Source: an optimization exercise on an open RTL-to-GDS flow (aim: small area and a short achievable clock period). Production flows keep margins and buffers that such runs may drop.
No driver is modelled on the clock port, so clock power and skew are understated where the tree is cut down; a real chip needs a root buffer or a tree.
No activity file was given, so power comes from the tool's default toggle rates.

== P ==
// pio_ram_emu_responder
module pio_ram_emu_responder (
  input  logic       clk,
  input  logic       rst_n,
  input  logic [1:0] rx_pins,
  output logic [1:0] tx_pins,
  output logic       busy,
  output logic       protocol_err
);
  logic        st_rd_q, st_wr_q;   
  logic [3:0]  cnt_q;              
  logic [7:0]  addr_q;             
  logic [15:0] data_q;             
  logic [1:0]  tx_q;
  logic        busy_q, err_q;
  logic        wr_last_q;          
  logic        c3_q;               
  logic        c46_q;              
  logic        hold_q;             
  logic [15:0] ring [0:15][0:15];  
  logic [3:0]  t_q;                
  logic [3:0]  apos_q;             
  logic        pv_q;               
  logic [15:0] pdn_q;              
  logic [3:0]  pa_q;               
  logic [3:0]  pring_q;            
  logic [3:0]  dpos_q;             
  logic        clq_q;              
  logic        cq_q;               
  logic [31:0] wclr_q, wset_q;     
  logic [15:0] rsel_q;             
  logic [3:0]  psel_q;             
  logic [15:0] y_q [0:3];          
  ...
==> module pio_ram_emu_responder, before the edit <==
module pio_ram_emu_responder (
  input  logic       clk,
  input  logic       rst_n,
  input  logic [1:0] rx_pins,
  output logic [1:0] tx_pins,
  output logic       busy,
  output logic       protocol_err
);
  logic        st_rd_q, st_wr_q;   
  logic [3:0]  cnt_q;              
  logic [7:0]  addr_q;             
  logic [15:0] data_q;             
  logic [1:0]  tx_q;
  logic        busy_q, err_q;
  logic        wr_last_q;          
  logic        c3_q;               
  logic        c46_q;              
  logic        hold_q;             
  logic [15:0] ring [0:15][0:15];  
  logic [3:0]  t_q;                
  logic [3:0]  apos_q;             
  logic        pv_q;               
  logic [15:0] pdn_q;              
  logic [3:0]  pa_q;               
  logic [3:0]  pring_q;            
  logic [3:0]  dpos_q;             
  logic        clq_q;              
  logic        cq_q;               
  logic [31:0] wclr_q, wset_q;     
  logic [15:0] rsel_q;             
  logic [3:0]  psel_q;             
  logic [15:0] y_q [0:3];          
  logic        rh_q;               
  logic [1:0]  nu_q;               
  logic [1:0]  w_q;                
  logic [1:0]  lk_q [0:3];         
  logic [1:0]  xk_q [0:3];         
  logic [1:0]  yk_q [0:3];         
  logic        al_q;               
  logic        got_q;              
  logic        hitd_q;             
  function automatic logic [1:0] add2(input logic [1:0] a, input logic [1:0] b);
    case ({a, b})
      4'b0000, 4'b0111, 4'b1010, 4'b1101: add2 = 2'd0;
      4'b0001, 4'b0100, 4'b1011, 4'b1110: add2 = 2'd1;
      4'b0010, 4'b0101, 4'b1000, 4'b1111: add2 = 2'd2;
      default:                            add2 = 2'd3;
    endcase
  endfunction
  wire in_frame = st_rd_q | st_wr_q;
  wire idle     = ~in_frame;
  logic [15:0] port_in [0:3];
  logic [15:0] port_val;
  always_comb begin
    for (int p = 0; p < 4; p++) begin
      port_in[p] = '0;
      for (int r = 0; r < 16; r++) port_in[p] = port_in[p] | ({16{rsel_q[r]}} & ring[r][4*p]);
    end
    port_val = '0;
    for (int p = 0; p < 4; p++) port_val = port_val | ({16{psel_q[p]}} & y_q[p]);
  end
  always_ff @(posedge clk) begin
    t_q <= t_q + 4'd1;
    for (int r = 0; r < 16; r++)
      for (int p = 0; p < 16; p++) begin
        if (p == 15 || p == 7)
          ring[r][p] <= ~(ring[r][p-1] | {16{wclr_q[2*r + (p == 7)]}});
        else if (p == 0 || p == 8)
          ring[r][p] <= ~((pdn_q & {16{wset_q[2*r + (p == 8)]}}) | ring[r][(p + 15) % 16]);
        else
          ring[r][p] <= ring[r][p-1];
      end
  end
  always_ff @(posedge clk) begin
    dpos_q <= dpos_q + 4'd1;
    clq_q  <= pv_q & ~clq_q & ~cq_q & (dpos_q[2:0] == 3'd5);
    cq_q   <= clq_q;
    wset_q <= wclr_q;
    for (int i = 0; i < 32; i++)
      wclr_q[i] <= pv_q & ~clq_q & ~cq_q & (dpos_q[2:0] == 3'd5) & ({pring_q, ~dpos_q[3]} == 5'(i));
    if (cq_q) pv_q <= 1'b0;
    if (wr_last_q) begin
      if (rst_n) begin
        pdn_q   <= ~{data_q[13:0], rx_pins};
        pa_q    <= addr_q[3:0];
        pring_q <= addr_q[7:4];
        pv_q    <= 1'b1;
      end
      dpos_q <= apos_q + 4'd1;
    end
  end
  always_ff @(posedge clk) begin
    if (in_frame) begin
      case (cnt_q)
        4'd0: addr_q[7:6] <= rx_pins;
        4'd1: addr_q[5:4] <= rx_pins;
        4'd2: addr_q[3:2] <= rx_pins;
        4'd3: addr_q[1:0] <= rx_pins;
        default: ;
      endcase
    end
    begin
      logic [3:0] pos_k [0:3];
      logic [3:0] port_k [0:3];
      logic [1:0] pn;
      for (int k = 0; k < 4; k++) begin
        pos_k[k] = {add2(addr_q[3:2], xk_q[k]), lk_q[k]};
        for (int p = 0; p < 4; p++) port_k[k][p] = (add2(addr_q[3:2], yk_q[k]) == 2'(p));
      end
      if (cnt_q == 4'd3) apos_q <= pos_k[rx_pins];
      else               apos_q <= apos_q + 4'd1;
      pn = rx_pins + w_q;                                  
      case (cnt_q)
        4'd2:    for (int p = 0; p < 4; p++) psel_q[p] <= (pn == 2'(p));
        4'd3:    psel_q <= port_k[rx_pins];
        default: for (int p = 0; p < 4; p++) psel_q[p] <= (apos_q[3:2] == 2'(p));
      endcase
    end
    for (int r = 0; r < 16; r++)
      rsel_q[r] <= (((cnt_q == 4'd1) ? {addr_q[7:6], rx_pins} : addr_q[7:4]) == 4'(r));
    for (int p = 0; p < 4; p++) y_q[p] <= port_in[p];
    rh_q <= rsel_q[pring_q];
    nu_q <= -t_q[1:0];
    w_q  <= t_q[3:2] + 2'd1;
    for (int k = 0; k < 4; k++) begin
      logic [3:0] a, b;
      a = 4'(k) + t_q + 4'd2;    
      b = 4'(k) + t_q + 4'd1;    
      lk_q[k] <= a[1:0];
      xk_q[k] <= a[3:2];
      yk_q[k] <= b[3:2];
    end
    al_q <= (((cnt_q == 4'd3) ? rx_pins : addr_q[1:0]) + t_q[1:0]) == 2'd0;
    if (c3_q) begin
      data_q <= port_val;
      got_q  <= (rx_pins == nu_q);
      hitd_q <= rh_q & (pa_q == {addr_q[3:2], rx_pins});
    end else if (c46_q) begin
      if (got_q ? hitd_q : al_q) data_q <= (got_q | hitd_q) ? ~pdn_q : port_val;
    end else if (!hold_q) begin
      data_q <= {data_q[13:0], rx_pins};
    end
  end
  always_ff @(posedge clk) begin
    if (!rst_n) begin
      st_rd_q   <= 1'b0;
      st_wr_q   <= 1'b0;
      cnt_q     <= '0;
      tx_q      <= 2'b00;
      busy_q    <= 1'b0;
      err_q     <= 1'b0;
      wr_last_q <= 1'b0;
      c3_q      <= 1'b0;
      c46_q     <= 1'b0;
      hold_q    <= 1'b0;
    end else begin
      tx_q      <= 2'b00;
      wr_last_q <= st_wr_q & (cnt_q == 4'd10);
      c3_q      <= st_rd_q & (cnt_q == 4'd2);
      c46_q     <= st_rd_q & (cnt_q >= 4'd3) & (cnt_q <= 4'd5);
      hold_q    <= st_rd_q ? (cnt_q <= 4'd5) : (idle & (rx_pins == 2'b01));
      if (idle) begin
        cnt_q   <= '0;
        st_rd_q <= (rx_pins == 2'b01);
        st_wr_q <= (rx_pins == 2'b10);
        busy_q  <= (rx_pins == 2'b01) | (rx_pins == 2'b10);
        if (rx_pins == 2'b11) err_q <= 1'b1;
      end else begin
        cnt_q <= cnt_q + 4'd1;
        if (wr_last_q) begin
          st_wr_q <= 1'b0;
          busy_q  <= 1'b0;
        end
        if (st_rd_q) begin
          if (cnt_q >= 4'd4 && rx_pins != 2'b00) err_q <= 1'b1;
          if (cnt_q == 4'd6) tx_q <= 2'b01;
          if (cnt_q >= 4'd7 && cnt_q <= 4'd14) tx_q <= data_q[15:14];
          if (cnt_q == 4'd15) begin
            st_rd_q <= 1'b0;
            busy_q  <= 1'b0;
          end
        end
      end
    end
  end
  assign tx_pins      = tx_q;
  assign busy         = busy_q;
  assign protocol_err = err_q;
endmodule
clock: 4.0 ns
lec_check: 0
cap_margin: 20
core_margin: 2
core_utilization: 72
setup_slack_margin: 2.4
slew_margin: 20
standard.sh (not shown) runs the stock make flow with config.mk's settings and CLKGATE_MAP_FILE= SYNTH_SCRIPT=/design/flow/synth_recipe.tcl, a recipe that flattens the netlist after the stock synthesis.
==> flow/flow/run.sh <==
#!/bin/bash
# ORFS's standard layout, with its clock tree built by flow/mytree.tcl instead of TritonCTS.
set -euo pipefail
here=$(pwd)
export PRE_CTS_TCL="$here/flow/pre_cts.tcl"
bash standard.sh > "$here/standard_flow.log" 2>&1
Other scripts of this flow, unchanged in this note and not shown: flow/flow/mytree.tcl, flow/flow/pre_cts.tcl
P has completed all stages; timing, DRC and antenna checks passed.
> inputs changed (P -> Q)
--- a/flow/design.v
+++ b/flow/design.v
@@ -30,26 +30,15 @@
   logic [15:0] rsel_q;             
   logic [3:0]  psel_q;             
   logic [15:0] y_q [0:3];          
   logic        rh_q;               
   logic [1:0]  nu_q;               
   logic [1:0]  w_q;                
-  logic [1:0]  lk_q [0:3];         
-  logic [1:0]  xk_q [0:3];         
-  logic [1:0]  yk_q [0:3];         
   logic        al_q;               
   logic        got_q;              
   logic        hitd_q;             
-  function automatic logic [1:0] add2(input logic [1:0] a, input logic [1:0] b);
-    case ({a, b})
-      4'b0000, 4'b0111, 4'b1010, 4'b1101: add2 = 2'd0;
-      4'b0001, 4'b0100, 4'b1011, 4'b1110: add2 = 2'd1;
-      4'b0010, 4'b0101, 4'b1000, 4'b1111: add2 = 2'd2;
-      default:                            add2 = 2'd3;
-    endcase
-  endfunction
   wire in_frame = st_rd_q | st_wr_q;
   wire idle     = ~in_frame;
   logic [15:0] port_in [0:3];
   logic [15:0] port_val;
   always_comb begin
     for (int p = 0; p < 4; p++) begin
@@ -101,14 +90,16 @@
     end
     begin
       logic [3:0] pos_k [0:3];
       logic [3:0] port_k [0:3];
       logic [1:0] pn;
       for (int k = 0; k < 4; k++) begin
-        pos_k[k] = {add2(addr_q[3:2], xk_q[k]), lk_q[k]};
-        for (int p = 0; p < 4; p++) port_k[k][p] = (add2(addr_q[3:2], yk_q[k]) == 2'(p));
+        logic [3:0] s;
+        s = {addr_q[3:2], 2'(k)} + t_q;
+        pos_k[k] = s + 4'd1;
+        for (int p = 0; p < 4; p++) port_k[k][p] = (s[3:2] == 2'(p));
       end
       if (cnt_q == 4'd3) apos_q <= pos_k[rx_pins];
       else               apos_q <= apos_q + 4'd1;
       pn = rx_pins + w_q;                                  
       case (cnt_q)
         4'd2:    for (int p = 0; p < 4; p++) psel_q[p] <= (pn == 2'(p));
@@ -119,20 +110,12 @@
     for (int r = 0; r < 16; r++)
       rsel_q[r] <= (((cnt_q == 4'd1) ? {addr_q[7:6], rx_pins} : addr_q[7:4]) == 4'(r));
     for (int p = 0; p < 4; p++) y_q[p] <= port_in[p];
     rh_q <= rsel_q[pring_q];
     nu_q <= -t_q[1:0];
     w_q  <= t_q[3:2] + 2'd1;
-    for (int k = 0; k < 4; k++) begin
-      logic [3:0] a, b;
-      a = 4'(k) + t_q + 4'd2;    
-      b = 4'(k) + t_q + 4'd1;    
-      lk_q[k] <= a[1:0];
-      xk_q[k] <= a[3:2];
-      yk_q[k] <= b[3:2];
-    end
     al_q <= (((cnt_q == 4'd3) ? rx_pins : addr_q[1:0]) + t_q[1:0]) == 2'd0;
     if (c3_q) begin
       data_q <= port_val;
       got_q  <= (rx_pins == nu_q);
       hitd_q <= rh_q & (pa_q == {addr_q[3:2], rx_pins});
     end else if (c46_q) begin
Results
- In the reports for Q and P, the larger critical path required time belongs to Q.
- Status: growth of design area from synthesis to finish parity (Q, P)
- Sequential share of cell area, Q and P: lower on P
- On met1 track demand over resource, the higher figure sits with Q, not P.
- The higher worst setup slack came out of P.
- Between Q and P, it is Q whose number of cells produced by synthesis is lower, by 85.
- Against P, Q reports a die height that is lower.
- Q reports a lower number of buffers inserted by post-CTS setup repair than P does.
- Looking only at met3 wirelength from detailed routing, and setting everything else aside, the lower value of Q and P goes to Q.
- Q and P ended up with roughly the same total global routing track utilization.
- Internal power component of P is on par with Q.
- Comparing Q with P, the mux share of post-synthesis cell area came out essentially unchanged.
No run of this note included a check of the RTL's function; only the layout flow was run. No run of this note takes its clock network from TritonCTS; it comes from the design's own scripts or RTL.

## afterwards: timing with drivers on the ports
The flow's constraints put no driver on any port. The routed layouts listed below were extracted and timed again, unchanged, in two steps.
Step 1 assumes that a clkbuf_16 drives the clock port and a buf_2 every other input.
Step 2 times the ports against the registers' clock, not the clock port: input delays grow and output delays shrink by t, the midpoint of the rising clock arrivals with the driver on.
Slacks: no drivers / after step 1 / after step 2; pairs: no drivers / after step 1.
run | shift t [ns] | slack for setup (ns) | worst setup path at the end | clock arrival spread, ns
P | 0.644 | 2.143 / 2.078 / 1.786 | input to register | 0.045 / 0.046
Q | 0.651 | 2.033 / 2.033 / 1.708 | input to register | 0.048 / 0.047
After both steps setup and hold are still met in every run listed. For P, which loses most, drivers alone change the setup slack by -0.065 ns; drivers and shift together by -0.357 ns.
